Background: an optimization exercise with open tools, aiming at small area and a short achievable clock period. Do not read the settings as production practice.
Power is estimated from default activity; no workload was simulated.

==> delta <==
## mac_pipe_real
module mac_pipe_real
#(
  parameter int N_CH       = 4,
  parameter int PIPE_DEPTH = 2,
  parameter int a_width    = 16,
  parameter int a_exponent = -8,
  parameter int b_width    = 16,
  parameter int b_exponent = -8,
  parameter int c_width    = 24,
  parameter int c_exponent = -12
) (
  input  logic                      clk,
  input  logic                      rst,
  input  logic                      cke,
  input  logic                      mode,
  input  logic                      clr,
  input  logic                      in_valid,
  input  logic [N_CH*a_width-1:0]   a,
  input  logic [N_CH*b_width-1:0]   b,
  output logic                      out_valid,
  output logic [N_CH*c_width-1:0]   c,
  output logic [N_CH-1:0]           sat
);
  logic                    s1_vld;
  logic                    s1_clr;
  logic                    s1_mode;
  logic [27:0]             s1_cs0 [N_CH];
  logic [27:0]             s1_cs1 [N_CH];
  logic [N_CH-1:0]         s1_cin;
  logic [27:0]             mul_cs0 [N_CH];
  logic [27:0]             mul_cs1 [N_CH];
  logic [N_CH-1:0]         mul_cin;
  logic [N_CH*c_width-1:0] acc;
  always_ff @(posedge clk) begin
    if (rst) begin
      s1_vld <= 1'b0;
      s1_clr <= 1'b0;
    end else if (cke) begin
      s1_vld <= in_valid;
      s1_clr <= clr;
    end
  end
  for (genvar k = 0; k < N_CH; k++) begin : g_mul
    mac_mul_cs u_mul (
  ...
==> flow/config.mk <==
export PLATFORM = sky130hd
export DESIGN_NAME = mac_pipe_real
export DESIGN_NICKNAME = mac_pipe_real
export VERILOG_FILES = /design/flow/design.v
export SDC_FILE = /design/flow/constraint.sdc
export NUM_CORES = 4
export LEC_CHECK = 0
export ABC_AREA = 1
export CAP_MARGIN = 20
export CORE_MARGIN = 2
export CORE_UTILIZATION = 40
export SLEW_MARGIN = 20
==> flow/constraint.sdc <==
create_clock -name core_clock -period 10.0 [get_ports {clk}]
set_input_delay 2.0000 -clock core_clock [delete_from_list [all_inputs] [get_ports {clk}]]
set_output_delay 2.0000 -clock core_clock [all_outputs]
set_load 0.01 [all_outputs]
standard.sh (not shown) runs the stock make flow with config.mk's settings and CLKGATE_MAP_FILE= SYNTH_SCRIPT=/design/flow/synth_recipe.tcl, a recipe that flattens the netlist after the stock synthesis.
==> flow/flow/run.sh <==
#!/bin/bash
set -e
export SETUP_SLACK_MARGIN=6
export BUFFER_PORTS_ARGS="-buffer_cell sky130_fd_sc_hd__buf_4"
bash standard.sh finish > standard.log 2>&1
==> inputs of ember, as changes to delta <==
--- a/flow/design.v
+++ b/flow/design.v
@@ -670,17 +670,21 @@
 endmodule
 module mac_acc_sat (
   input  logic [27:0] cs0,
   input  logic [27:0] cs1,
   input  logic        cin,
   input  logic [23:0] acc,
+  input  logic        acc_hit,
+  input  logic        acc_sgn,
   input  logic        add_acc,
   output logic [23:0] res,
-  output logic        hit
+  output logic        hit,
+  output logic        sgn
 );
-  wire [23:0] acc_g = add_acc ? acc : 24'd0;
+  wire [23:0] acc_e = acc_hit ? {acc_sgn, {23{~acc_sgn}}} : acc;
+  wire [23:0] acc_g = add_acc ? acc_e : 24'd0;
   wire [27:0] accr = {4'b0000, ~acc_g[23], acc_g[22:0]};
   wire [27:0] y0 = cs0 ^ cs1 ^ accr;
   wire [27:0] y1 = {((cs0[26:0] & cs1[26:0]) | (cs0[26:0] & accr[26:0]) | (cs1[26:0] & accr[26:0])), cin};
   wire [27:0] g0 = y0 & y1;
   wire [27:0] p0 = y0 ^ y1;
   wire pg1 = g0[1] | (p0[1] & g0[0]);
@@ -783,13 +787,14 @@
   wire pg61 = pg49 | (pp49 & pg48);
   wire pg62 = pg50 | (pp50 & pg48);
   wire pg63 = pg51 | (pp51 & pg48);
   wire pg64 = pg52 | (pp52 & pg48);
   wire [27:0] s = {(p0[27] ^ pg63), (p0[26] ^ pg62), (p0[25] ^ pg61), (p0[24] ^ pg60), (p0[23] ^ pg59), (p0[22] ^ pg58), (p0[21] ^ pg57), (p0[20] ^ pg56), (p0[19] ^ pg55), (p0[18] ^ pg54), (p0[17] ^ pg53), (p0[16] ^ pg48), (p0[15] ^ pg47), (p0[14] ^ pg46), (p0[13] ^ pg45), (p0[12] ^ pg44), (p0[11] ^ pg43), (p0[10] ^ pg42), (p0[9] ^ pg41), (p0[8] ^ pg32), (p0[7] ^ pg31), (p0[6] ^ pg30), (p0[5] ^ pg29), (p0[4] ^ pg16), (p0[3] ^ pg15), (p0[2] ^ pg1), (p0[1] ^ g0[0]), p0[0]};
   assign hit = ~(&s[27:23]) & (|s[27:23]);
-  assign res = hit ? {s[27], {23{~s[27]}}} : s[23:0];
+  assign sgn = s[27];
+  assign res = s[23:0];
 endmodule
 module mac_pipe_real
 #(
   parameter int N_CH       = 4,
   parameter int PIPE_DEPTH = 2,
   parameter int a_width    = 16,
@@ -817,13 +822,12 @@
   logic [27:0]             s1_cs0 [N_CH];
   logic [27:0]             s1_cs1 [N_CH];
   logic [N_CH-1:0]         s1_cin;
   logic [27:0]             mul_cs0 [N_CH];
   logic [27:0]             mul_cs1 [N_CH];
   logic [N_CH-1:0]         mul_cin;
-  logic [N_CH*c_width-1:0] acc;
   always_ff @(posedge clk) begin
     if (rst) begin
       s1_vld <= 1'b0;
       s1_clr <= 1'b0;
     end else if (cke) begin
       s1_vld <= in_valid;
@@ -846,47 +850,71 @@
         s1_cs0[k] <= mul_cs0[k];
         s1_cs1[k] <= mul_cs1[k];
       end
       s1_cin  <= mul_cin;
     end
   end
+  logic [c_width-1:0] acc_raw [N_CH];
+  logic [N_CH-1:0]    acc_hit;
+  logic [N_CH-1:0]    acc_sgn;
   logic [c_width-1:0] lane_res [N_CH];
-  logic               lane_hit [N_CH];
+  logic [N_CH-1:0]    lane_hit;
+  logic [N_CH-1:0]    lane_sgn;
   logic               add_acc;
   logic               upd_acc;
   assign add_acc = s1_mode & ~s1_clr;
   assign upd_acc = s1_mode | s1_clr;
   for (genvar k = 0; k < N_CH; k++) begin : g_lane
     mac_acc_sat u_lane (
       .cs0     (s1_cs0[k]),
       .cs1     (s1_cs1[k]),
       .cin     (s1_cin[k]),
-      .acc     (acc[k*c_width +: c_width]),
+      .acc     (acc_raw[k]),
+      .acc_hit (acc_hit[k]),
+      .acc_sgn (acc_sgn[k]),
       .add_acc (add_acc),
       .res     (lane_res[k]),
-      .hit     (lane_hit[k])
+      .hit     (lane_hit[k]),
+      .sgn     (lane_sgn[k])
     );
   end
+  logic [c_width-1:0] c_raw [N_CH];
+  logic [N_CH-1:0]    c_hit;
+  logic [N_CH-1:0]    c_sgn;
   always_ff @(posedge clk) begin
     if (cke) begin
-      for (int k = 0; k < N_CH; k++) c[k*c_width +: c_width] <= lane_res[k];
+      for (int k = 0; k < N_CH; k++) c_raw[k] <= lane_res[k];
+      c_hit <= lane_hit;
+      c_sgn <= lane_sgn;
     end
   end
+  always_comb begin
+    for (int k = 0; k < N_CH; k++)
+      c[k*c_width +: c_width] = c_hit[k] ? {c_sgn[k], {(c_width-1){~c_sgn[k]}}} : c_raw[k];
+  end
   always_ff @(posedge clk) begin
     if (rst) begin
       out_valid <= 1'b0;
-      acc       <= '0;
+      acc_hit   <= '0;
+      acc_sgn   <= '0;
       sat       <= '0;
+      for (int k = 0; k < N_CH; k++) acc_raw[k] <= '0;
     end else if (cke) begin
       out_valid <= s1_vld;
       for (int k = 0; k < N_CH; k++) begin
         if (s1_vld) begin
-          if (upd_acc) acc[k*c_width +: c_width] <= lane_res[k];
+          if (upd_acc) begin
+            acc_raw[k] <= lane_res[k];
+            acc_hit[k] <= lane_hit[k];
+            acc_sgn[k] <= lane_sgn[k];
+          end
           sat[k] <= (sat[k] & ~s1_clr) | lane_hit[k];
         end else if (s1_clr) begin
-          acc[k*c_width +: c_width] <= '0;
-          sat[k]                    <= 1'b0;
+          acc_raw[k] <= '0;
+          acc_hit[k] <= 1'b0;
+          acc_sgn[k] <= 1'b0;
+          sat[k]     <= 1'b0;
         end
       end
     end
   end
 endmodule
==> flow/run.sh (new file) <==
#!/bin/bash
# synth_recipe.tcl (not shown) runs the flow's synth.tcl, then flattens the netlist and writes it again
# the make line also repeats each setting of config.mk as NAME=value (left out here)
make -C /OpenROAD-flow-scripts/flow DESIGN_CONFIG=/design/flow/config.mk WORK_HOME=/design/flow/orfs CLKGATE_MAP_FILE= SYNTH_SCRIPT=/design/flow/synth_recipe.tcl finish
--- a/flow/config.mk
+++ b/flow/config.mk
@@ -6,7 +6,9 @@
 export NUM_CORES = 4
 export LEC_CHECK = 0
 export ABC_AREA = 1
 export CAP_MARGIN = 20
 export CORE_MARGIN = 2
 export CORE_UTILIZATION = 40
+export SETUP_SLACK_MARGIN = 5
 export SLEW_MARGIN = 20
+export TNS_END_PERCENT = 5
removed: flow/flow/run.sh
removed: flow/standard.sh
==> inputs of juniper, as changes to delta <==
--- a/flow/design.v
+++ b/flow/design.v
@@ -670,17 +670,21 @@
 endmodule
 module mac_acc_sat (
   input  logic [27:0] cs0,
   input  logic [27:0] cs1,
   input  logic        cin,
   input  logic [23:0] acc,
+  input  logic        acc_hit,
+  input  logic        acc_sgn,
   input  logic        add_acc,
   output logic [23:0] res,
-  output logic        hit
+  output logic        hit,
+  output logic        sgn
 );
-  wire [23:0] acc_g = add_acc ? acc : 24'd0;
+  wire [23:0] acc_e = acc_hit ? {acc_sgn, {23{~acc_sgn}}} : acc;
+  wire [23:0] acc_g = add_acc ? acc_e : 24'd0;
   wire [27:0] accr = {4'b0000, ~acc_g[23], acc_g[22:0]};
   wire [27:0] y0 = cs0 ^ cs1 ^ accr;
   wire [27:0] y1 = {((cs0[26:0] & cs1[26:0]) | (cs0[26:0] & accr[26:0]) | (cs1[26:0] & accr[26:0])), cin};
   wire [27:0] g0 = y0 & y1;
   wire [27:0] p0 = y0 ^ y1;
   wire pg1 = g0[1] | (p0[1] & g0[0]);
@@ -783,13 +787,14 @@
   wire pg61 = pg49 | (pp49 & pg48);
   wire pg62 = pg50 | (pp50 & pg48);
   wire pg63 = pg51 | (pp51 & pg48);
   wire pg64 = pg52 | (pp52 & pg48);
   wire [27:0] s = {(p0[27] ^ pg63), (p0[26] ^ pg62), (p0[25] ^ pg61), (p0[24] ^ pg60), (p0[23] ^ pg59), (p0[22] ^ pg58), (p0[21] ^ pg57), (p0[20] ^ pg56), (p0[19] ^ pg55), (p0[18] ^ pg54), (p0[17] ^ pg53), (p0[16] ^ pg48), (p0[15] ^ pg47), (p0[14] ^ pg46), (p0[13] ^ pg45), (p0[12] ^ pg44), (p0[11] ^ pg43), (p0[10] ^ pg42), (p0[9] ^ pg41), (p0[8] ^ pg32), (p0[7] ^ pg31), (p0[6] ^ pg30), (p0[5] ^ pg29), (p0[4] ^ pg16), (p0[3] ^ pg15), (p0[2] ^ pg1), (p0[1] ^ g0[0]), p0[0]};
   assign hit = ~(&s[27:23]) & (|s[27:23]);
-  assign res = hit ? {s[27], {23{~s[27]}}} : s[23:0];
+  assign sgn = s[27];
+  assign res = s[23:0];
 endmodule
 module mac_pipe_real
 #(
   parameter int N_CH       = 4,
   parameter int PIPE_DEPTH = 2,
   parameter int a_width    = 16,
@@ -817,13 +822,12 @@
   logic [27:0]             s1_cs0 [N_CH];
   logic [27:0]             s1_cs1 [N_CH];
   logic [N_CH-1:0]         s1_cin;
   logic [27:0]             mul_cs0 [N_CH];
   logic [27:0]             mul_cs1 [N_CH];
   logic [N_CH-1:0]         mul_cin;
-  logic [N_CH*c_width-1:0] acc;
   always_ff @(posedge clk) begin
     if (rst) begin
       s1_vld <= 1'b0;
       s1_clr <= 1'b0;
     end else if (cke) begin
       s1_vld <= in_valid;
@@ -846,47 +850,71 @@
         s1_cs0[k] <= mul_cs0[k];
         s1_cs1[k] <= mul_cs1[k];
       end
       s1_cin  <= mul_cin;
     end
   end
+  logic [c_width-1:0] acc_raw [N_CH];
+  logic [N_CH-1:0]    acc_hit;
+  logic [N_CH-1:0]    acc_sgn;
   logic [c_width-1:0] lane_res [N_CH];
-  logic               lane_hit [N_CH];
+  logic [N_CH-1:0]    lane_hit;
+  logic [N_CH-1:0]    lane_sgn;
   logic               add_acc;
   logic               upd_acc;
   assign add_acc = s1_mode & ~s1_clr;
   assign upd_acc = s1_mode | s1_clr;
   for (genvar k = 0; k < N_CH; k++) begin : g_lane
     mac_acc_sat u_lane (
       .cs0     (s1_cs0[k]),
       .cs1     (s1_cs1[k]),
       .cin     (s1_cin[k]),
-      .acc     (acc[k*c_width +: c_width]),
+      .acc     (acc_raw[k]),
+      .acc_hit (acc_hit[k]),
+      .acc_sgn (acc_sgn[k]),
       .add_acc (add_acc),
       .res     (lane_res[k]),
-      .hit     (lane_hit[k])
+      .hit     (lane_hit[k]),
+      .sgn     (lane_sgn[k])
     );
   end
+  logic [c_width-1:0] c_raw [N_CH];
+  logic [N_CH-1:0]    c_hit;
+  logic [N_CH-1:0]    c_sgn;
   always_ff @(posedge clk) begin
     if (cke) begin
-      for (int k = 0; k < N_CH; k++) c[k*c_width +: c_width] <= lane_res[k];
+      for (int k = 0; k < N_CH; k++) c_raw[k] <= lane_res[k];
+      c_hit <= lane_hit;
+      c_sgn <= lane_sgn;
     end
   end
+  always_comb begin
+    for (int k = 0; k < N_CH; k++)
+      c[k*c_width +: c_width] = c_hit[k] ? {c_sgn[k], {(c_width-1){~c_sgn[k]}}} : c_raw[k];
+  end
   always_ff @(posedge clk) begin
     if (rst) begin
       out_valid <= 1'b0;
-      acc       <= '0;
+      acc_hit   <= '0;
+      acc_sgn   <= '0;
       sat       <= '0;
+      for (int k = 0; k < N_CH; k++) acc_raw[k] <= '0;
     end else if (cke) begin
       out_valid <= s1_vld;
       for (int k = 0; k < N_CH; k++) begin
         if (s1_vld) begin
-          if (upd_acc) acc[k*c_width +: c_width] <= lane_res[k];
+          if (upd_acc) begin
+            acc_raw[k] <= lane_res[k];
+            acc_hit[k] <= lane_hit[k];
+            acc_sgn[k] <= lane_sgn[k];
+          end
           sat[k] <= (sat[k] & ~s1_clr) | lane_hit[k];
         end else if (s1_clr) begin
-          acc[k*c_width +: c_width] <= '0;
-          sat[k]                    <= 1'b0;
+          acc_raw[k] <= '0;
+          acc_hit[k] <= 1'b0;
+          acc_sgn[k] <= 1'b0;
+          sat[k]     <= 1'b0;
         end
       end
     end
   end
 endmodule
==> flow/flow/run.sh (replaced) <==
#!/bin/bash
set -e
export SETUP_SLACK_MARGIN=5.5
export BUFFER_PORTS_ARGS="-buffer_cell sky130_fd_sc_hd__buf_4"
bash standard.sh finish > standard.log 2>&1
--- a/flow/config.mk
+++ b/flow/config.mk
@@ -7,6 +7,7 @@
 export LEC_CHECK = 0
 export ABC_AREA = 1
 export CAP_MARGIN = 20
 export CORE_MARGIN = 2
 export CORE_UTILIZATION = 40
 export SLEW_MARGIN = 20
+export TNS_END_PERCENT = 5
==> inputs of raven, as changes to delta <==
--- a/flow/design.v
+++ b/flow/design.v
@@ -670,17 +670,21 @@
 endmodule
 module mac_acc_sat (
   input  logic [27:0] cs0,
   input  logic [27:0] cs1,
   input  logic        cin,
   input  logic [23:0] acc,
+  input  logic        acc_hit,
+  input  logic        acc_sgn,
   input  logic        add_acc,
   output logic [23:0] res,
-  output logic        hit
+  output logic        hit,
+  output logic        sgn
 );
-  wire [23:0] acc_g = add_acc ? acc : 24'd0;
+  wire [23:0] acc_e = acc_hit ? {acc_sgn, {23{~acc_sgn}}} : acc;
+  wire [23:0] acc_g = add_acc ? acc_e : 24'd0;
   wire [27:0] accr = {4'b0000, ~acc_g[23], acc_g[22:0]};
   wire [27:0] y0 = cs0 ^ cs1 ^ accr;
   wire [27:0] y1 = {((cs0[26:0] & cs1[26:0]) | (cs0[26:0] & accr[26:0]) | (cs1[26:0] & accr[26:0])), cin};
   wire [27:0] g0 = y0 & y1;
   wire [27:0] p0 = y0 ^ y1;
   wire pg1 = g0[1] | (p0[1] & g0[0]);
@@ -783,13 +787,14 @@
   wire pg61 = pg49 | (pp49 & pg48);
   wire pg62 = pg50 | (pp50 & pg48);
   wire pg63 = pg51 | (pp51 & pg48);
   wire pg64 = pg52 | (pp52 & pg48);
   wire [27:0] s = {(p0[27] ^ pg63), (p0[26] ^ pg62), (p0[25] ^ pg61), (p0[24] ^ pg60), (p0[23] ^ pg59), (p0[22] ^ pg58), (p0[21] ^ pg57), (p0[20] ^ pg56), (p0[19] ^ pg55), (p0[18] ^ pg54), (p0[17] ^ pg53), (p0[16] ^ pg48), (p0[15] ^ pg47), (p0[14] ^ pg46), (p0[13] ^ pg45), (p0[12] ^ pg44), (p0[11] ^ pg43), (p0[10] ^ pg42), (p0[9] ^ pg41), (p0[8] ^ pg32), (p0[7] ^ pg31), (p0[6] ^ pg30), (p0[5] ^ pg29), (p0[4] ^ pg16), (p0[3] ^ pg15), (p0[2] ^ pg1), (p0[1] ^ g0[0]), p0[0]};
   assign hit = ~(&s[27:23]) & (|s[27:23]);
-  assign res = hit ? {s[27], {23{~s[27]}}} : s[23:0];
+  assign sgn = s[27];
+  assign res = s[23:0];
 endmodule
 module mac_pipe_real
 #(
   parameter int N_CH       = 4,
   parameter int PIPE_DEPTH = 2,
   parameter int a_width    = 16,
@@ -817,13 +822,12 @@
   logic [27:0]             s1_cs0 [N_CH];
   logic [27:0]             s1_cs1 [N_CH];
   logic [N_CH-1:0]         s1_cin;
   logic [27:0]             mul_cs0 [N_CH];
   logic [27:0]             mul_cs1 [N_CH];
   logic [N_CH-1:0]         mul_cin;
-  logic [N_CH*c_width-1:0] acc;
   always_ff @(posedge clk) begin
     if (rst) begin
       s1_vld <= 1'b0;
       s1_clr <= 1'b0;
     end else if (cke) begin
       s1_vld <= in_valid;
@@ -846,47 +850,71 @@
         s1_cs0[k] <= mul_cs0[k];
         s1_cs1[k] <= mul_cs1[k];
       end
       s1_cin  <= mul_cin;
     end
   end
+  logic [c_width-1:0] acc_raw [N_CH];
+  logic [N_CH-1:0]    acc_hit;
+  logic [N_CH-1:0]    acc_sgn;
   logic [c_width-1:0] lane_res [N_CH];
-  logic               lane_hit [N_CH];
+  logic [N_CH-1:0]    lane_hit;
+  logic [N_CH-1:0]    lane_sgn;
   logic               add_acc;
   logic               upd_acc;
   assign add_acc = s1_mode & ~s1_clr;
   assign upd_acc = s1_mode | s1_clr;
   for (genvar k = 0; k < N_CH; k++) begin : g_lane
     mac_acc_sat u_lane (
       .cs0     (s1_cs0[k]),
       .cs1     (s1_cs1[k]),
       .cin     (s1_cin[k]),
-      .acc     (acc[k*c_width +: c_width]),
+      .acc     (acc_raw[k]),
+      .acc_hit (acc_hit[k]),
+      .acc_sgn (acc_sgn[k]),
       .add_acc (add_acc),
       .res     (lane_res[k]),
-      .hit     (lane_hit[k])
+      .hit     (lane_hit[k]),
+      .sgn     (lane_sgn[k])
     );
   end
+  logic [c_width-1:0] c_raw [N_CH];
+  logic [N_CH-1:0]    c_hit;
+  logic [N_CH-1:0]    c_sgn;
   always_ff @(posedge clk) begin
     if (cke) begin
-      for (int k = 0; k < N_CH; k++) c[k*c_width +: c_width] <= lane_res[k];
+      for (int k = 0; k < N_CH; k++) c_raw[k] <= lane_res[k];
+      c_hit <= lane_hit;
+      c_sgn <= lane_sgn;
     end
   end
+  always_comb begin
+    for (int k = 0; k < N_CH; k++)
+      c[k*c_width +: c_width] = c_hit[k] ? {c_sgn[k], {(c_width-1){~c_sgn[k]}}} : c_raw[k];
+  end
   always_ff @(posedge clk) begin
     if (rst) begin
       out_valid <= 1'b0;
-      acc       <= '0;
+      acc_hit   <= '0;
+      acc_sgn   <= '0;
       sat       <= '0;
+      for (int k = 0; k < N_CH; k++) acc_raw[k] <= '0;
     end else if (cke) begin
       out_valid <= s1_vld;
       for (int k = 0; k < N_CH; k++) begin
         if (s1_vld) begin
-          if (upd_acc) acc[k*c_width +: c_width] <= lane_res[k];
+          if (upd_acc) begin
+            acc_raw[k] <= lane_res[k];
+            acc_hit[k] <= lane_hit[k];
+            acc_sgn[k] <= lane_sgn[k];
+          end
           sat[k] <= (sat[k] & ~s1_clr) | lane_hit[k];
         end else if (s1_clr) begin
-          acc[k*c_width +: c_width] <= '0;
-          sat[k]                    <= 1'b0;
+          acc_raw[k] <= '0;
+          acc_hit[k] <= 1'b0;
+          acc_sgn[k] <= 1'b0;
+          sat[k]     <= 1'b0;
         end
       end
     end
   end
 endmodule
==> flow/run.sh (new file) <==
#!/bin/bash
# synth_recipe.tcl (not shown) runs the flow's synth.tcl, then flattens the netlist and writes it again
# the make line also repeats each setting of config.mk as NAME=value (left out here)
make -C /OpenROAD-flow-scripts/flow DESIGN_CONFIG=/design/flow/config.mk WORK_HOME=/design/flow/orfs CLKGATE_MAP_FILE= SYNTH_SCRIPT=/design/flow/synth_recipe.tcl finish
--- a/flow/config.mk
+++ b/flow/config.mk
@@ -5,8 +5,10 @@
 export SDC_FILE = /design/flow/constraint.sdc
 export NUM_CORES = 4
 export LEC_CHECK = 0
 export ABC_AREA = 1
 export CAP_MARGIN = 20
 export CORE_MARGIN = 2
-export CORE_UTILIZATION = 40
+export CORE_UTILIZATION = 60
+export SETUP_SLACK_MARGIN = 5
 export SLEW_MARGIN = 20
+export TNS_END_PERCENT = 5
removed: flow/flow/run.sh
removed: flow/standard.sh
==> results.txt <==
commonest cells after routing, fill and taps aside inv_1, nand2_1, xor2_1; Cell Chain, Critical Path clkdlybuf4s50_1 > inv_1 > o22ai_1 > xor2_1 > inv_1 > ha_1 > fa_1 > inv_1 > fa_1 > inv_1 > fa_1; Tmin final approximately 5.1 ns; placed cell area ~0.048 sq mm; outcome timing/DRC/antenna clean
Source of the figures above: ember

==> results.txt <==
outcome timing/DRC/antenna clean; commonest cells after routing, fill and taps aside inv_1, nand2_1, xor2_1; placed cell area approximately 0.048 sq mm; Cell Chain, Critical Path buf_4 > clkinvlp_4 > o22ai_1 > xor2_1 > fa_1 > inv_1 > fa_1 > fa_1 > inv_1 > fa_1; RSZ-0062 raised after global routing yes; Tmin final between 4 and 5 ns
Source of the figures above: juniper

==> results.txt <==
outcome timing/DRC/antenna clean; first-pass GRT wire length 220 mm; placed cell area between 0.04 and 0.05 sq mm; Tmin final between 4 and 5 ns; Cell Chain, Critical Path buf_16 > nor2_4 > o21ai_4 > buf_6 > buf_16 > buf_6 > o22ai_1 > xor2_1 > fa_1 > fa_2 > inv_2 > fa_2; commonest cells after routing, fill and taps aside inv_1, buf_4, nand2_1, xor2_1, edfxtp_1; Largest regs s1_cs0: 108 flops, s1_cs1: 108 flops
Source of the figures above: delta

==> results.txt <==
outcome timing/DRC/antenna clean; Tmin final between 5 and 6 ns; Clk power approximately 1.8 mW; multiplexer area fraction after synthesis 0%; commonest cells after routing, fill and taps aside inv_1, nand2_1, xor2_1
Source of the figures above: raven

No functional check of the RTL was part of any run of this note.

-- static timing again, ports no longer ideal --
How much do the figures lean on ideal ports? The routed layouts below were timed once more, with nothing changed but the port constraints. Step 1, drivers: a clkbuf_16 drives clk and a buf_2 each remaining input, both assumed. Step 2 also shifts input and output timing later by t, the mid clock arrival at the registers, as if the neighbouring blocks saw the same clock. Slacks: ideal / step 1 / step 2; pairs: ideal / step 1.
run	shift t [ns]	setup WS [ns]	worst register clock-pin slew, ns
delta	0.691	5.533 / 5.478 / 4.787	0.08 / 0.08
ember	0.692	4.881 / 4.919 / 4.227	0.08 / 0.08
juniper	0.700	5.424 / 5.441 / 4.742	0.07 / 0.07
raven	0.663	4.847 / 4.876 / 4.214	0.08 / 0.08
After both steps setup and hold are still met in every run listed. For delta, which loses most, drivers alone change the setup slack by -0.055 ns; drivers and shift together by -0.746 ns.
